Source: an optimization exercise on an open RTL-to-GDS flow (aim: small area, a short achievable clock period and few clock cycles per item). Production flows keep margins and buffers that such runs may drop. Only simulation tests tie the RTL to the original design; equivalence was not proved. Power is estimated from default activity; no workload was simulated.

==> module synapse_weight_updater, before the edit <==
module synapse_weight_updater #(
  parameter int      N_SYN       = 64,
  parameter int      FIFO_DEPTH  = 4,
  parameter logic [snn_pkg::WEIGHT_W-1:0] INIT_WEIGHT = 8'd128,
  parameter logic [snn_pkg::WEIGHT_W-1:0] W_MIN       = 8'd0,
  parameter logic [snn_pkg::WEIGHT_W-1:0] W_MAX       = 8'd255
) (
  input  logic                           clk,
  input  logic                           rst_n,
  input  logic                           upd_valid,
  output logic                           upd_ready,
  input  snn_pkg::addr_t                 upd_addr,
  input  snn_pkg::delta_t                upd_delta,
  input  snn_pkg::addr_t                 rd_addr,
  output snn_pkg::weight_t               rd_data,
  output logic                           busy,
  output logic [31:0]                    applied_count,
  output logic [31:0]                    sat_count,
  output logic [31:0]                    oor_count
);
  snn_pkg::weight_t r_mem [N_SYN];
  logic             r1_app;
  logic             r1_oor;
  logic [7:0]       r1_hi;
  logic [7:0]       r1_lo;
  logic             r1_hit2;    
  logic             r1_hit3;    
  logic [7:0]       r1_delta;
  logic             r2_app;
  logic             r2_oor;
  logic [5:0]       r2_addr;
  logic [7:0]       r2_delta;
  logic [7:0]       r2_old;
  logic             r3_app;
  logic             r3_oor;
  logic             r3_sat;     
  logic [7:0]       r3_hi;      
  logic [7:0]       r3_lo;
  logic [7:0]       r3_new;
  logic             r_busy;
  logic [5:0]       w_addr1;
  logic [7:0]       w_old1;
  logic [8:0]       w_sum;
  logic [7:0]       w_newW;
  logic             w_satHi;
  stdp_update_fifo u_fifo (
    .clk     (clk),
    .rst_n   (rst_n),
    .i_push  (upd_valid),
    .i_addr  (upd_addr),
    .i_delta (upd_delta),
    .i_hiA   (r1_hi),
    .i_loA   (r1_lo),
    .i_appA  (r1_app),
    .i_addrB (r2_addr),
    .i_appB  (r2_app),
    .o_app   (r1_app),
    .o_oor   (r1_oor),
    .o_hi    (r1_hi),
    .o_lo    (r1_lo),
    .o_hitA  (r1_hit2),
    .o_hitB  (r1_hit3),
    .o_delta (r1_delta)
  );
  assign upd_ready = 1'b1;
  assign busy      = r_busy;
  always_comb begin
    w_old1 = '0;
    for (int j = 0; j < 8; j++) begin
      logic [7:0] row;
      row = '0;
      for (int k = 0; k < 8; k++) row |= {8{r1_lo[k]}} & r_mem[8*j+k];
      w_old1 |= {8{r1_hi[j]}} & row;
    end
    w_old1 ^= INIT_WEIGHT;
    w_addr1 = '0;
    for (int j = 0; j < 8; j++) begin
      w_addr1[5:3] |= {3{r1_hi[j]}} & 3'(j);
      w_addr1[2:0] |= {3{r1_lo[j]}} & 3'(j);
    end
  end
  assign w_sum = {1'b0, r2_old} + {1'b0, r2_delta};
  always_comb begin
    w_newW  = w_sum[7:0];
    w_satHi = 1'b0;
    if (r2_delta[7]) begin
      if (!w_sum[8]) w_newW = W_MIN;
    end else if (w_sum[8]) begin
      w_newW  = W_MAX;
      w_satHi = 1'b1;
    end
  end
  always_ff @(posedge clk or negedge rst_n) begin
    if (!rst_n) begin
      r2_app <= 1'b0;
      r2_oor <= 1'b0;
      r3_app <= 1'b0;
      r3_oor <= 1'b0;
      r3_sat <= 1'b0;
      r_busy <= 1'b0;
    end else begin
      r2_app <= r1_app;
      r2_oor <= r1_oor;
      r3_app <= r2_app;
      r3_oor <= r2_oor;
      r3_sat <= r2_app && w_satHi;
      r_busy <= upd_valid || r1_app || r1_oor || r2_app || r2_oor;
    end
  end
  always_ff @(posedge clk) begin
    r2_addr  <= w_addr1;
    r2_delta <= r1_delta;
    if (r1_hit2)      r2_old <= w_newW;
    else if (r1_hit3) r2_old <= r3_new;
    else              r2_old <= w_old1;
    for (int j = 0; j < 8; j++) begin
      r3_hi[j] <= r2_app && (r2_addr[5:3] == 3'(j));
      r3_lo[j] <= (r2_addr[2:0] == 3'(j));
    end
    r3_new   <= w_newW;
  end
  always_ff @(posedge clk or negedge rst_n) begin
    if (!rst_n) begin
      applied_count <= '0;
      sat_count     <= '0;
      oor_count     <= '0;
    end else begin
      applied_count <= applied_count + 32'(r3_app);
      sat_count     <= sat_count + 32'(r3_sat);
      oor_count     <= oor_count + 32'(r3_oor);
    end
  end
  always_ff @(posedge clk or negedge rst_n) begin
    if (!rst_n) begin
      for (int i = 0; i < N_SYN; i++) r_mem[i] <= '0;
      rd_data <= '0;
    end else begin
      for (int i = 0; i < N_SYN; i++)
        if (r3_hi[i/8] && r3_lo[i%8]) r_mem[i] <= r3_new ^ INIT_WEIGHT;
      rd_data <= (rd_addr[7:6] == 2'b00) ? (r_mem[rd_addr[5:0]] ^ INIT_WEIGHT) : '0;
    end
  end
endmodule
make LEC_CHECK=0 CAP_MARGIN=20 CORE_MARGIN=2 CORE_UTILIZATION=50 CTS_CLUSTER_DIAMETER=100 CTS_CLUSTER_SIZE=25 SETUP_SLACK_MARGIN=3.6 SLEW_MARGIN=20 finish   # period 6.0 ns
run.sh (not shown) runs the stock make flow with config.mk's settings and CLKGATE_MAP_FILE= SYNTH_SCRIPT=/design/flow/synth_recipe.tcl, a recipe that flattens the netlist after the stock synthesis.
Testbench counts at the start, summed over its fixed seeds: cycles 4,824, items 4,800.
Rerun with:
--- a/flow/design.v
+++ b/flow/design.v
@@ -85,19 +85,23 @@
   logic             r1_hit3;    
   logic [7:0]       r1_delta;
   logic             r2_app;
   logic             r2_oor;
   logic [5:0]       r2_addr;
   logic [7:0]       r2_delta;
-  logic [7:0]       r2_old;
+  logic [7:0]       r2_raw;     
+  logic             r2_hit3;    
+  logic             r2_hit4;    
   logic             r3_app;
   logic             r3_oor;
-  logic             r3_sat;     
+  logic             r3_sat;
   logic [7:0]       r3_hi;      
   logic [7:0]       r3_lo;
   logic [7:0]       r3_new;
+  logic [7:0]       r4_new;     
+  logic [7:0]       w_old2;
   logic             r_busy;
   logic [5:0]       w_addr1;
   logic [7:0]       w_old1;
   logic [8:0]       w_sum;
   logic [7:0]       w_newW;
   logic             w_satHi;
@@ -127,20 +131,20 @@
     for (int j = 0; j < 8; j++) begin
       logic [7:0] row;
       row = '0;
       for (int k = 0; k < 8; k++) row |= {8{r1_lo[k]}} & r_mem[8*j+k];
       w_old1 |= {8{r1_hi[j]}} & row;
     end
-    w_old1 ^= INIT_WEIGHT;
     w_addr1 = '0;
     for (int j = 0; j < 8; j++) begin
       w_addr1[5:3] |= {3{r1_hi[j]}} & 3'(j);
       w_addr1[2:0] |= {3{r1_lo[j]}} & 3'(j);
     end
   end
-  assign w_sum = {1'b0, r2_old} + {1'b0, r2_delta};
+  assign w_old2 = r2_hit3 ? r3_new : (r2_hit4 ? r4_new : r2_raw);
+  assign w_sum  = {1'b0, w_old2} + {1'b0, r2_delta};
   always_comb begin
     w_newW  = w_sum[7:0];
     w_satHi = 1'b0;
     if (r2_delta[7]) begin
       if (!w_sum[8]) w_newW = W_MIN;
     end else if (w_sum[8]) begin
@@ -151,51 +155,51 @@
   always_ff @(posedge clk or negedge rst_n) begin
     if (!rst_n) begin
       r2_app <= 1'b0;
       r2_oor <= 1'b0;
       r3_app <= 1'b0;
       r3_oor <= 1'b0;
-      r3_sat <= 1'b0;
       r_busy <= 1'b0;
     end else begin
       r2_app <= r1_app;
       r2_oor <= r1_oor;
       r3_app <= r2_app;
       r3_oor <= r2_oor;
-      r3_sat <= r2_app && w_satHi;
       r_busy <= upd_valid || r1_app || r1_oor || r2_app || r2_oor;
     end
   end
   always_ff @(posedge clk) begin
     r2_addr  <= w_addr1;
     r2_delta <= r1_delta;
-    if (r1_hit2)      r2_old <= w_newW;
-    else if (r1_hit3) r2_old <= r3_new;
-    else              r2_old <= w_old1;
+    r2_raw   <= w_old1;
+    r2_hit3  <= r1_hit2;
+    r2_hit4  <= r1_hit3;
     for (int j = 0; j < 8; j++) begin
       r3_hi[j] <= r2_app && (r2_addr[5:3] == 3'(j));
       r3_lo[j] <= (r2_addr[2:0] == 3'(j));
     end
     r3_new   <= w_newW;
+    r3_sat   <= w_satHi;
+    r4_new   <= r3_new;
   end
   always_ff @(posedge clk or negedge rst_n) begin
     if (!rst_n) begin
       applied_count <= '0;
       sat_count     <= '0;
       oor_count     <= '0;
     end else begin
-      applied_count <= applied_count + 32'(r3_app);
-      sat_count     <= sat_count + 32'(r3_sat);
-      oor_count     <= oor_count + 32'(r3_oor);
-    end
-  end
-  always_ff @(posedge clk or negedge rst_n) begin
-    if (!rst_n) begin
-      for (int i = 0; i < N_SYN; i++) r_mem[i] <= '0;
+      if (r3_app) applied_count <= applied_count + 32'd1;
+      if (r3_app && r3_sat) sat_count <= sat_count + 32'd1;
+      if (r3_oor) oor_count <= oor_count + 32'd1;
+    end
+  end
+  always_ff @(posedge clk or negedge rst_n) begin
+    if (!rst_n) begin
+      for (int i = 0; i < N_SYN; i++) r_mem[i] <= INIT_WEIGHT;
       rd_data <= '0;
     end else begin
       for (int i = 0; i < N_SYN; i++)
-        if (r3_hi[i/8] && r3_lo[i%8]) r_mem[i] <= r3_new ^ INIT_WEIGHT;
-      rd_data <= (rd_addr[7:6] == 2'b00) ? (r_mem[rd_addr[5:0]] ^ INIT_WEIGHT) : '0;
+        if (r3_hi[i/8] && r3_lo[i%8]) r_mem[i] <= r3_new;
+      rd_data <= (rd_addr[7:6] == 2'b00) ? r_mem[rd_addr[5:0]] : '0;
     end
   end
 endmodule
After rerunning: Cell area goes up by 3.5%. Clock skew goes up by 13 ps. Routed wire length goes up by about 3%. Flip-flop and latch count goes up by 10. Clock power goes up by about 6%. Die area goes up by about 2.3%. Global-route usage barely changes. Sequential share of layout area goes down by 0.76 points.
Testbench counts after the change, summed over its fixed seeds: cycles 4,824, items 4,800.

-- what the ideal ports hide --
Ports are ideal in the flow. The routed layouts listed here were re-timed in OpenROAD.
Step 1 assumes that a clkbuf_16 drives the clock port and a buf_2 every other input.
Step 2 adds t to the input delays and takes it off the output delays; t is the mean of the earliest and latest rising clock arrival at the registers after step 1. Input paths then give back, and output paths get back, about the clock's delay inside the block.
a / b / c = no drivers / after step 1 / after step 2; a / b = the first two.
| run | t (ns) | setup WS [ns] | latest minus earliest clock arrival (ns) | worst slew at a driven data input, ns |
|---|---|---|---|---|
| the first run | 0.677 | 2.893 / 2.893 / 2.512 | 0.026 / 0.026 | 0.09 |
| the second run | 0.673 | 3.347 / 3.285 / 2.612 | 0.038 / 0.038 | 0.28 |
After both steps setup and hold are still met in every run listed. The setup slack of the second run, which loses most, moves by -0.062 ns with the drivers and by -0.735 ns with both steps.
